This design comes from an exercise in tuning for small area and few clock cycles on the open sky130 flow, not from production work.
At most, simulation tests tie the RTL to the original design; equivalence was not proved.
Power and IR drop assume default switching activity.

// framed_gamepad_report_mapper
module framed_gamepad_report_mapper (
	input  logic               clk,
	input  logic               arst_n,
	input  logic               in_valid,
	output logic               in_stall,
	input  logic [7:0]         rx_byte,
	output logic               out_valid,
	input  logic               out_stall,
	output logic signed [15:0] stick_lx,
	output logic signed [15:0] stick_ly,
	output logic signed [15:0] stick_rx,
	output logic signed [15:0] stick_ry,
	output logic [7:0]         left_trigger,
	output logic [7:0]         right_trigger,
	output logic [15:0]        button_bits,
	output logic [3:0]         hat_dir,
	output logic [47:0]        gyro_xyz,
	output logic [47:0]        accel_xyz,
	output logic [1:0]         format_used,
	input  logic               cfg_valid,
	output logic               cfg_ready,
	input  logic [2:0]         cfg_index,
	input  logic [7:0]         cfg_data
);
	localparam logic [1:0] PH_START   = 2'd0;
	localparam logic [1:0] PH_LEN     = 2'd1;
	localparam logic [1:0] PH_PAYLOAD = 2'd2;
	localparam logic [1:0] PH_CHECK   = 2'd3;
	function automatic logic [14:0] dz_k(input logic [6:0] d);
		case (d)
			7'd0: dz_k = 15'd32767;
			7'd1: dz_k = 15'd32441;
			7'd2: dz_k = 15'd32113;
			7'd3: dz_k = 15'd31785;
			7'd4: dz_k = 15'd31458;
			7'd5: dz_k = 15'd31130;
			7'd6: dz_k = 15'd30802;
  ...
Size in the first run: roughly 900 cells after synthesis, roughly 230 I/O pins, ~11000 µm² of cells after synthesis.
export LEC_CHECK = 0
export CAP_MARGIN = 20
export CORE_MARGIN = 2
export CORE_UTILIZATION = 40
export CTS_BUF_LIST = sky130_fd_sc_hd__clkbuf_8
export CTS_CLUSTER_DIAMETER = 80
export CTS_CLUSTER_SIZE = 20
export SLEW_MARGIN = 20
create_clock -name core_clock -period 13.0 [get_ports {clk}]
standard.sh (not shown) runs the stock make flow with config.mk's settings and CLKGATE_MAP_FILE= SYNTH_SCRIPT=/design/flow/synth_recipe.tcl, a recipe that flattens the netlist after the stock synthesis.
==> flow/flow/run.sh <==
#!/bin/bash
# Own flow: the standard layout (standard.sh), with the synthesis script swapped for
# flow/my_synth.tcl (same registers, area-oriented mapping of the combinational logic) and
# the port buffers made with the smallest buffer cell.
set -euo pipefail
W=$(pwd)
sed "s|SYNTH_SCRIPT=[^ ]*|SYNTH_SCRIPT=$W/flow/my_synth.tcl 'BUFFER_PORTS_ARGS=-buffer_cell sky130_fd_sc_hd__buf_1'|" standard.sh > my_standard.sh
grep -q "SYNTH_SCRIPT=$W/flow/my_synth.tcl" my_standard.sh
bash my_standard.sh synth > synth.log 2>&1
bash my_standard.sh > layout.log 2>&1
==> flow/flow/area.abc <==
strash
&get -n
&deepsyn -T 120
&put
&get -n
&dch -f
&nf -R 1000
&put
topo
stime -c
==> flow/flow/my_synth.tcl <==
# The standard synthesis (synth_recipe.tcl) with two changes that touch only the combinational
# logic: Yosys's full-adder extraction is skipped, and ABC maps with an area-oriented script
# (flow/area.abc). Registers are mapped exactly as in the standard synthesis.
set my_abc_script [file join [file dirname [file normalize [info script]]] area.abc]
proc synth {args} { yosys synth -nofsm -noshare {*}$args }
proc extract_fa {args} { puts "extract_fa skipped" }
proc abc {args} {
  set i [lsearch $args -script]
  if { $i >= 0 } { set args [lreplace $args [expr {$i+1}] [expr {$i+1}] $::my_abc_script] }
  yosys abc {*}$args
}
source $::env(SCRIPTS_DIR)/synth.tcl
# left out here: clear keep_hierarchy, flatten, clean up, hide names made inside functions, write 1_2_yosys.v
The baseline completed with no timing, DRC or antenna violations.
==> next run, changes <==
- CTS_BUF_LIST: sky130_fd_sc_hd__clkbuf_8 -> sky130_fd_sc_hd__clkbuf_16
- CTS_CLUSTER_DIAMETER: 80 -> 100
- CTS_CLUSTER_SIZE: 20 -> 30
Critical path depth does not change.
Worst setup slack loses 26 ps.
Design area went up by about 1%.
Maximum frequency went down by about 0.3%.
Wire length is about the same.
Register-to-register slack loses 30 ps.
Sequential cell count does not change.
Global-route usage hardly moves.
Via count is about the same.
Total power went up by about 4%.
Hold slack barely changes.
Function was not checked in any run of this note: the RTL went through the layout flow alone.

---

lane 5:
framed_gamepad_report_mapper, a different RTL version from the one above (not shown whole).
For scale: about 1200 cells after synthesis, about 250 flip-flops, ~230 I/O pins.
clock: 13.0 ns
lec_check: 0
cap_margin: 20
core_margin: 2
core_utilization: 40
slew_margin: 20
==> flow/flow/run.sh <==
#!/bin/bash
# Own flow: the standard layout (standard.sh), with the synthesis script swapped for
# flow/my_synth.tcl (same registers, area-oriented mapping of the combinational logic).
set -euo pipefail
W=$(pwd)
sed "s|SYNTH_SCRIPT=[^ ]*|SYNTH_SCRIPT=$W/flow/my_synth.tcl|" standard.sh > my_standard.sh
grep -q "SYNTH_SCRIPT=$W/flow/my_synth.tcl" my_standard.sh
bash my_standard.sh synth > synth.log 2>&1
bash my_standard.sh > layout.log 2>&1
Scripts as last shown in full above: flow/flow/area.abc, flow/flow/my_synth.tcl
Lane 5 did not stop at any stage, and its layout met the timing, design-rule and antenna checks.
Testbench counts of lane 5, summed over its fixed seeds: cycles 41,880.
What lane 1 does differently from lane 5 at the input level:
Settings: CTS_BUF_LIST newly set to sky130_fd_sc_hd__clkbuf_4.
==> flow/flow/run.sh <==
#!/bin/bash
# Own flow: the standard layout (standard.sh), with the synthesis script swapped for
# flow/my_synth.tcl (same registers, area-oriented mapping of the combinational logic) and
# the port buffers made with the smallest buffer cell.
set -euo pipefail
W=$(pwd)
sed "s|SYNTH_SCRIPT=[^ ]*|SYNTH_SCRIPT=$W/flow/my_synth.tcl 'BUFFER_PORTS_ARGS=-buffer_cell sky130_fd_sc_hd__buf_1'|" standard.sh > my_standard.sh
grep -q "SYNTH_SCRIPT=$W/flow/my_synth.tcl" my_standard.sh
bash my_standard.sh synth > synth.log 2>&1
bash my_standard.sh > layout.log 2>&1
Notes after the runs:
Register-to-register slack deteriorates in lane 1 relative to lane 5.
Of lane 1 and lane 5, it is lane 1 that has the higher non-filler instance count after layout.
The final design utilization number comes out higher for lane 5 vs lane 1.
Going from lane 5 to lane 1, worst hold slack fell 0.021 ns; post-layout worst setup margin +0.32 ns; growth of design area from synthesis to finish -11 points; routing usage on met2 has decreased.
Highest net fanout along the worst path, lane 1 and lane 5: higher on lane 5
Going from lane 5 to lane 1, fmax increased 4.2%; via count increased about 3%.

==> re-timing with driven ports <==
The results above use ideal ports. As a check the final layouts listed here were re-extracted and re-timed, cells and wires unchanged.
Step 1 sets driving cells, clkbuf_16 on the clock port and buf_2 on the other inputs (assumed; they add their load-dependent delay and slew).
Step 2 moves the port delays by t, midway between the first and last clock arrival at a register: inputs arrive t later, outputs are due t later. That takes back most of the time a late clock gives input paths.
Slacks: no drivers / after step 1 / after step 2; pairs: no drivers / after step 1.
| run | t, ns | setup slack, ns | worst setup path at the end | worst data-port slew with drivers (ns) |
|---|---|---|---|---|
| the first run of note 1 | 0.571 | 4.435 / 4.435 / 4.435 | register to register | 0.04 |
| the second run of note 1 | 0.524 | 4.409 / 4.409 / 4.409 | register to register | 0.04 |
| lane 5 | 0.581 | 5.008 / 4.961 / 5.543 | register to output | 0.05 |
| lane 1 | 0.666 | 5.331 / 5.287 / 5.953 | register to output | 0.05 |
After both steps every run listed still meets setup and hold.
